Background: an optimization exercise with open tools, aiming at small area, a short achievable clock period and few clock cycles per item. Do not read the settings as production practice. The RTL was checked by simulation tests, not by an equivalence proof against the original design. Power is estimated from default activity; no workload was simulated.

==> flow/design.v <==
`timescale 1ns / 1ps
package ole_pkg;
  localparam int unsigned VALUE_W = 32;
  localparam int unsigned POS_W   = 9;    
  typedef enum logic [2:0] {
    FUNC_SEARCH    = 3'd0,
    FUNC_INS_FRONT = 3'd1,
    FUNC_INS_END   = 3'd2,
    FUNC_DEL_FRONT = 3'd3,
    FUNC_DEL_END   = 3'd4,
    FUNC_INS_AT    = 3'd5,
    FUNC_DEL_AT    = 3'd6,
    FUNC_UPDATE_AT = 3'd7
  } func_e;
  typedef enum logic [1:0] {
    ST_OK     = 2'd0,
    ST_EMPTY  = 2'd1,
    ST_BADIDX = 2'd2,
    ST_FULL   = 2'd3
  } status_e;
  typedef enum logic [1:0] {
    OP_HOLD   = 2'd0,
    OP_INSERT = 2'd1,
    OP_DELETE = 2'd2,
    OP_WRITE  = 2'd3
  } cell_op_e;
  typedef struct packed {
    cell_op_e           op;
    logic [POS_W-1:0]   pos;
    logic [POS_W-1:0]   len;
    logic [VALUE_W-1:0] value;
  } cell_cmd_t;
endpackage
`timescale 1ns / 1ps
module ole_cell #(
  parameter int unsigned IDX = 0
) (
  input  logic                        clk_i,
  input  ole_pkg::cell_cmd_t          cmd_i,
  input  logic [ole_pkg::VALUE_W-1:0] left_i,
  input  logic [ole_pkg::VALUE_W-1:0] right_i,
  output logic [ole_pkg::VALUE_W-1:0] data_o,
  output logic                        match_o
);
  logic [ole_pkg::VALUE_W-1:0] data_q, data_d;
  logic [ole_pkg::POS_W-1:0]   my_pos;
  assign my_pos = ole_pkg::POS_W'(IDX);
  always_comb begin
    data_d = data_q;
    unique case (cmd_i.op)
      ole_pkg::OP_INSERT: begin
        if (my_pos > cmd_i.pos) begin
          data_d = left_i;
        end else if (my_pos == cmd_i.pos) begin
          data_d = cmd_i.value;
        end
      end
      ole_pkg::OP_DELETE: begin
        if (my_pos >= cmd_i.pos) begin
          data_d = right_i;
        end
      end
      ole_pkg::OP_WRITE: begin
        if (my_pos == cmd_i.pos) begin
          data_d = cmd_i.value;
        end
      end
      ole_pkg::OP_HOLD: begin
        data_d = data_q;
      end
    endcase
  end
  always_ff @(posedge clk_i) begin
    data_q <= data_d;
  end
  assign match_o = (data_q == cmd_i.value) && (my_pos < cmd_i.len);
  assign data_o  = data_q;
endmodule
`timescale 1ns / 1ps
module ole_ctrl #(
  parameter int unsigned CAPACITY = 16
) (
  input  logic                        clk_i,
  input  logic                        rst_ni,
  input  logic                        accept_i,
  input  logic [2:0]                  func_i,
  input  logic [7:0]                  index_i,
  input  logic [ole_pkg::VALUE_W-1:0] value_i,
  output ole_pkg::cell_cmd_t          cmd_o,
  output ole_pkg::status_e            status_o,
  output logic                        search_o,
  output logic [ole_pkg::POS_W-1:0]   count_o
);
  localparam int unsigned LEN_W = $clog2(CAPACITY + 1);
  logic [LEN_W-1:0]          len_q, len_d;
  logic [ole_pkg::POS_W-1:0] len9, idx9, pos;
  logic                      full, empty, idx_ok;
  ole_pkg::cell_op_e         op;
  assign len9   = ole_pkg::POS_W'(len_q);
  assign idx9   = ole_pkg::POS_W'(index_i);
  assign full   = (len9 == ole_pkg::POS_W'(CAPACITY));
  assign empty  = (len_q == '0);
  assign idx_ok = (idx9 < len9);
  always_comb begin
    op       = ole_pkg::OP_HOLD;
    pos      = '0;
    status_o = ole_pkg::ST_OK;
    unique case (func_i)
      ole_pkg::FUNC_SEARCH: begin
        op = ole_pkg::OP_HOLD;
      end
      ole_pkg::FUNC_INS_FRONT: begin
        if (full) status_o = ole_pkg::ST_FULL;
        else op = ole_pkg::OP_INSERT;
      end
      ole_pkg::FUNC_INS_END: begin
        pos = len9;
        if (full) status_o = ole_pkg::ST_FULL;
        else op = ole_pkg::OP_INSERT;
      end
      ole_pkg::FUNC_INS_AT: begin
        pos = idx_ok ? idx9 : len9;
        if (full) status_o = ole_pkg::ST_FULL;
        else op = ole_pkg::OP_INSERT;
      end
      ole_pkg::FUNC_DEL_FRONT: begin
        if (empty) status_o = ole_pkg::ST_EMPTY;
        else op = ole_pkg::OP_DELETE;
      end
      ole_pkg::FUNC_DEL_END: begin
        pos = len9 - ole_pkg::POS_W'(1);
        if (empty) status_o = ole_pkg::ST_EMPTY;
        else op = ole_pkg::OP_DELETE;
      end
      ole_pkg::FUNC_DEL_AT: begin
        pos = idx9;
        if (empty) status_o = ole_pkg::ST_EMPTY;
        else if (!idx_ok) status_o = ole_pkg::ST_BADIDX;
        else op = ole_pkg::OP_DELETE;
      end
      ole_pkg::FUNC_UPDATE_AT: begin
        pos = idx9;
        if (!idx_ok) status_o = ole_pkg::ST_BADIDX;
        else op = ole_pkg::OP_WRITE;
      end
    endcase
  end
  always_comb begin
    len_d = len_q;
    if (op == ole_pkg::OP_INSERT) begin
      len_d = len_q + LEN_W'(1);
    end else if (op == ole_pkg::OP_DELETE) begin
      len_d = len_q - LEN_W'(1);
    end
  end
  always_ff @(posedge clk_i or negedge rst_ni) begin
    if (!rst_ni) begin
      len_q <= '0;
    end else if (accept_i) begin
      len_q <= len_d;
    end
  end
  assign cmd_o.op    = accept_i ? op : ole_pkg::OP_HOLD;
  assign cmd_o.pos   = pos;
  assign cmd_o.len   = len9;
  assign cmd_o.value = value_i;
  assign search_o    = (func_i == ole_pkg::FUNC_SEARCH);
  assign count_o     = ole_pkg::POS_W'(len_d);
endmodule
`timescale 1ns / 1ps
module ordered_list_engine #(
  parameter int unsigned CAPACITY = 32
) (
  input  logic                        clk_i,
  input  logic                        rst_ni,
  input  logic                        in_valid_i,
  output logic                        in_stall_o,
  input  logic [2:0]                  func_i,
  input  logic [7:0]                  index_i,
  input  logic signed [31:0]          value_i,
  output logic                        out_valid_o,
  input  logic                        out_stall_i,
  output logic [1:0]                  status_o,
  output logic                        found_o,
  output logic [8:0]                  count_o
);
  ole_pkg::cell_cmd_t          cmd;
  ole_pkg::status_e            req_status;
  logic                        req_search;
  logic [ole_pkg::POS_W-1:0]   req_count;
  logic                        accept;
  logic [ole_pkg::VALUE_W-1:0] cell_data [CAPACITY];
  logic [CAPACITY-1:0]         cell_match;
  logic                        a_valid_q, a_valid_d;
  logic [CAPACITY-1:0]         a_match_q;
  ole_pkg::status_e            a_status_q;
  logic [ole_pkg::POS_W-1:0]   a_count_q;
  logic                        a_load, b_load;
  logic                        out_valid_q, out_valid_d;
  logic [1:0]                  status_q;
  logic                        found_q;
  logic [8:0]                  count_q;
  assign accept = in_valid_i && !in_stall_o;
  ole_ctrl #(
    .CAPACITY (CAPACITY)
  ) u_ctrl (
    .clk_i    (clk_i),
    .rst_ni   (rst_ni),
    .accept_i (accept),
    .func_i   (func_i),
    .index_i  (index_i),
    .value_i  (value_i),
    .cmd_o    (cmd),
    .status_o (req_status),
    .search_o (req_search),
    .count_o  (req_count)
  );
  for (genvar k = 0; k < CAPACITY; k++) begin : g_cell
    logic [ole_pkg::VALUE_W-1:0] left_data, right_data;
    if (k == 0) begin : g_front
      assign left_data = cmd.value;
    end else begin : g_inner_l
      assign left_data = cell_data[k-1];
    end
    if (k == CAPACITY - 1) begin : g_back
      assign right_data = cell_data[k];
    end else begin : g_inner_r
      assign right_data = cell_data[k+1];
    end
    ole_cell #(
      .IDX (k)
    ) u_cell (
      .clk_i   (clk_i),
      .cmd_i   (cmd),
      .left_i  (left_data),
      .right_i (right_data),
      .data_o  (cell_data[k]),
      .match_o (cell_match[k])
    );
  end
  assign b_load      = a_valid_q && (!out_valid_q || !out_stall_i);
  assign a_load      = accept;
  assign in_stall_o  = a_valid_q && !b_load;
  assign a_valid_d   = a_load || (a_valid_q && !b_load);
  assign out_valid_d = b_load || (out_valid_q && out_stall_i);
  always_ff @(posedge clk_i or negedge rst_ni) begin
    if (!rst_ni) begin
      a_valid_q   <= 1'b0;
      out_valid_q <= 1'b0;
    end else begin
      a_valid_q   <= a_valid_d;
      out_valid_q <= out_valid_d;
    end
  end
  always_ff @(posedge clk_i) begin
    if (a_load) begin
      a_match_q  <= req_search ? cell_match : '0;
      a_status_q <= req_status;
      a_count_q  <= req_count;
    end
  end
  always_ff @(posedge clk_i) begin
    if (b_load) begin
      status_q <= a_status_q;
      found_q  <= |a_match_q;
      count_q  <= a_count_q;
    end
  end
  assign out_valid_o = out_valid_q;
  assign status_o    = status_q;
  assign found_o     = found_q;
  assign count_o     = count_q;
endmodule
==> flow/run.sh <==
#!/bin/bash
# synth_recipe.tcl (not shown) runs the flow's synth.tcl, then flattens the netlist and writes it again
# the make line also repeats each setting of config.mk as NAME=value (left out here)
make -C /OpenROAD-flow-scripts/flow DESIGN_CONFIG=/design/flow/config.mk WORK_HOME=/design/flow/orfs CLKGATE_MAP_FILE= SYNTH_SCRIPT=/design/flow/synth_recipe.tcl finish
==> flow/config.mk <==
export PLATFORM = sky130hd
export DESIGN_NAME = ordered_list_engine
export DESIGN_NICKNAME = ordered_list_engine
export VERILOG_FILES = /design/flow/design.v
export SDC_FILE = /design/flow/constraint.sdc
export NUM_CORES = 4
export LEC_CHECK = 0
export CAP_MARGIN = 20
export CORE_MARGIN = 2
export CORE_UTILIZATION = 40
export SLEW_MARGIN = 20
==> flow/constraint.sdc <==
create_clock -name core_clock -period 5.5 [get_ports {clk_i}]
set_input_delay 1.1000 -clock core_clock [delete_from_list [all_inputs] [get_ports {clk_i}]]
set_output_delay 1.1000 -clock core_clock [all_outputs]
set_load 0.01 [all_outputs]
==> impl_metrics.yaml <==
run_status:
  status: "no timing/DRC/antenna violations"
sta:
  rsz0062_at_grt: "false"
  max_freq_mhz: 213
  setup_viol: 0
  finalSetupTns_ns: 0
  period_share: 0.855
  worst-slew-pin-transition_ns: 1.17
  max_slew_margin: 0.215
  slew_viol_final: 0
  fin_crit_ns: 4.70
  fin_worst_skew_ns: 0.0360
  hold_viol: 0
clock_tree:
  cts_num_sinks: 1081
  clkTransAtPathRegs_ns: 0.07
  worstSkewPairLatency_ns: 0.82
  cts_tree: "built"
  post-cts-setup-buffers: 0
  htreeDepth: 4
  cts_resized: 0
  max-clock-path-buffers: 3
  cts_root_buffer: "clkbuf_16"
  holdBufCountCts: 0
  cts_buffers: 132
power:
  p_per_area_nw_per_um2: 395
  power_leakage_nw: 32.3
  peakVddDrop_v: 0.000387
  total_power_mw: 32.1
critical_path:
  path_max_fanout: 32
  reg2reg_slack_ns: 0.80
  worstPathRequired_ns: 6.01
  r2r_end: "g_cell[15].u_cell.data_q[24]"
  reg2reg_depth: 13
  critPathLaunchType: "flop"
  crit_type: "flop to flop"
  critPathCaptureType: "flop"
  crit_arrival_ns: 5.22
  rr_startpoint: "u_ctrl.len_q[1]"
synth:
  yosys.area.top_type: "edfxtp_1"
  ys_warn_count: 35
  ys.flop_type: "edfxtp_1"
  synth-seq-cells: 1081
  ys_async_sr_fraction: 0.00740
  syn_area_per_cell_sq_um: 10.7
  syn_inst: 6746
  synth_edf_count: 1073
  synth.distinct_cells: 78
  yosys-top-cells-area: "edfxtp_1, mux2i_1, a22oi_1, xor2_1, o21ai_0"
  yosysSeqAreaShare: 0.448
  synth_top_area_frac: 0.445
  synth_area_sq_um: 72300
place:
  place_hpwl_um: 197000
  port_buffers: 57
  gp_congestion: 0.966
global_routing:
  grt_pass1_vias: 57456
  gr-total-overflow: 0
  grt.total_usage: 0.300
  grt_max_degree: 108
  grt_pass1_wl_um: 416000
  antenna_found_initial: 7
drt:
  drc_errors: 0
  wl_per_cell_um: 31.9
  vias: 60551
  first_pass_iters: 8
  drt-total-wl_um: 288000
  drtIter0Drc: 9251
  avgViaCountPerCell: 6.72
  ant_nets: 0
floorplan:
  die_area_sq_um: 184000
  core.rowCount: 156
  core_area_sq_um: 180000
  die_x_um: 429
  die_h_um: 429
  io_pins: 61
  start_util: 0.402
hold_path:
  hp-class: "flop to flop"
  min_from: "a_count_q[3]"
  hold-path-endpoint: "count_q[3]"
  whs_path_depth: 0
run:
  cap_violations: 0
layout:
  fin_nets: 6604
  fillerInstances: 16693
  syn_to_final_growth_pct: 12.3
  drive_gt1_frac: 0.0964
[worst max-delay path: stages, from the launching register on]
cell      delay [ns]
dfrtp_1         0.38
inv_1           0.33
ha_1            0.40
buf_4           0.28
nor3b_1         0.27
o21ai_0         0.12
a31oi_1         0.44
o211ai_2        0.38
nor3_4          0.58
buf_12          0.24
o21ai_0         0.22
a21oi_2         0.21
buf_4           0.34
o21ai_0         0.17
[registers in the layout, indices dropped and copies added (netlist names)]
name and count:
a_match_q 32, out_valid_q 1, a_status_q 2, found_q 1, g_cell.u_cell.data_q 1024, status_q 2
a_count_q 6, count_q 6, a_valid_q 1, u_ctrl.len_q 6
[metal layers]
metal	wire length [um]	up-vias	global-route usage
li1	-	25602	-
met1	116000	30220	0.415
met2	128000	4021	0.454
met3	29200	700	0.0582
met4	14300	8	0.136
met5	58	-	0
[synthesized netlist by cell type, types with 9 or more instances]
library cell  number
edfxtp_1        1073
mux2i_1          961
o21ai_0          890
a22oi_1          738
xor2_1           584
xnor2_1          453
clkbuf_1         414
nand2_1          246
buf_2            202
nor4_1           182
nand4_1          148
inv_1            108
o221ai_1          97
a32oi_1           96
buf_1             69
a21oi_1           62
nand3_1           52
nor2_1            38
o22ai_1           35
a2bb2oi_1         33
a221o_1           32
o21ai_1           32
nor3_1            28
a31oi_1           15
buf_4             12
a21o_1             9
o211ai_1           9
[cell usage in the layout, fill, tap and decap left out, types with 35 or more instances in the layout]
cell type	netlist	final
a22oi_1	738	738
a32oi_1	96	96
buf_12	0	105
buf_4	12	233
clkbuf_16	0	133
edfxtp_1	1073	1073
inv_1	108	107
mux2i_1	961	960
nand2_1	246	244
nand3_1	52	39
nand4_1	148	148
nor4_1	182	179
o21ai_0	890	887
o221ai_1	97	97
o22ai_1	35	35
xnor2_1	453	453
xor2_1	584	584
[through the flow]
stage | hold slack [ns] | setup WS, ns | area (sq um) | utilization | cells
global route | 0.426 | 0.655 | 81200 | 0.451 | 9011
floorplan | 0.400 | 0.115 | 72500 | - | 6748
finish | 0.418 | 0.798 | 81200 | 0.451 | 9011
CTS | 0.418 | 0.877 | 81200 | 0.451 | 9010
global placement | 0.403 | 0.297 | 77200 | 0.429 | 8784
detailed placement | 0.405 | 0.264 | 77200 | 0.429 | 8785
[kinds of logic after synthesis]
| family | share of synthesized area |
|---|---|
| AO/OA/AOI/OAI | 0.190 |
| flip-flops | 0.448 |
| AND/OR/NAND/NOR | 0.0543 |
| adder cells (fa/ha/maj) | 0.00138 |
| buffers and inverters | 0.0459 |
| other | 0.0000518 |
| XOR/XNOR | 0.126 |
| multiplexers | 0.134 |
[where the power goes]
group	total [mW]	leakage, nW	switching (mW)	internal, mW
sequential	13.5	10.2	2.18	11.4
clock	8.50	1.95	3.74	4.76
combinational	10.0	20.2	6.28	3.74
total	32.1	32.3	12.2	19.9
[worst max path at each step]
stage	startpoint	to	slack [ns]	cells after the start
3_3_place_gp	index_i[5]	g_cell[19].u_cell.data_q[26]	0.30	10
5_1_grt	u_ctrl.len_q[1]	g_cell[15].u_cell.data_q[24]	0.65	13
6_report	u_ctrl.len_q[1]	g_cell[15].u_cell.data_q[24]	0.80	13
4_1_cts	u_ctrl.len_q[1]	g_cell[15].u_cell.data_q[24]	0.88	13
3_5_place_dp	index_i[5]	g_cell[19].u_cell.data_q[26]	0.26	10
2_1_floorplan	index_i[5]	g_cell[11].u_cell.data_q[0]	0.12	12
[final cells by class]
type                            instances  area (sq um)  share of cell area
Sequential cell                      1081         32400               0.399
Antenna cell                            1          2.50           0.0000308
Clock inverter                         65           563             0.00693
Tap cell                             2370          2970              0.0365
Clock buffer                          160          3430              0.0422
Timing Repair Buffer                  364          4110              0.0506
Inverter                              109           413             0.00508
Multi-Input combinational cell       4861         37300               0.459
Testbench counts, summed over its fixed seeds: cycles 16,016, items 16,000.

static timing again, ports no longer ideal:
Ports are ideal in the flow. The routed layout listed here was re-timed in OpenROAD. Step 1 assumes that a clkbuf_16 drives the clock port and a buf_2 every other input. Step 2, shift: input delay + t, output delay - t, t = (earliest + latest rising clock arrival at the registers) / 2. This alone moves slack from input paths to output paths. Slacks: no drivers / after step 1 / after step 2; pairs: no drivers / after step 1.
t, ns: 0.877
setup slack, ns: 0.798 / 0.798 / 0.152
clock arrival spread, ns: 0.040 / 0.041
After both steps setup and hold are still met in this run. The setup slack of this run moves by 0.000 ns with the drivers and by -0.646 ns with both steps.
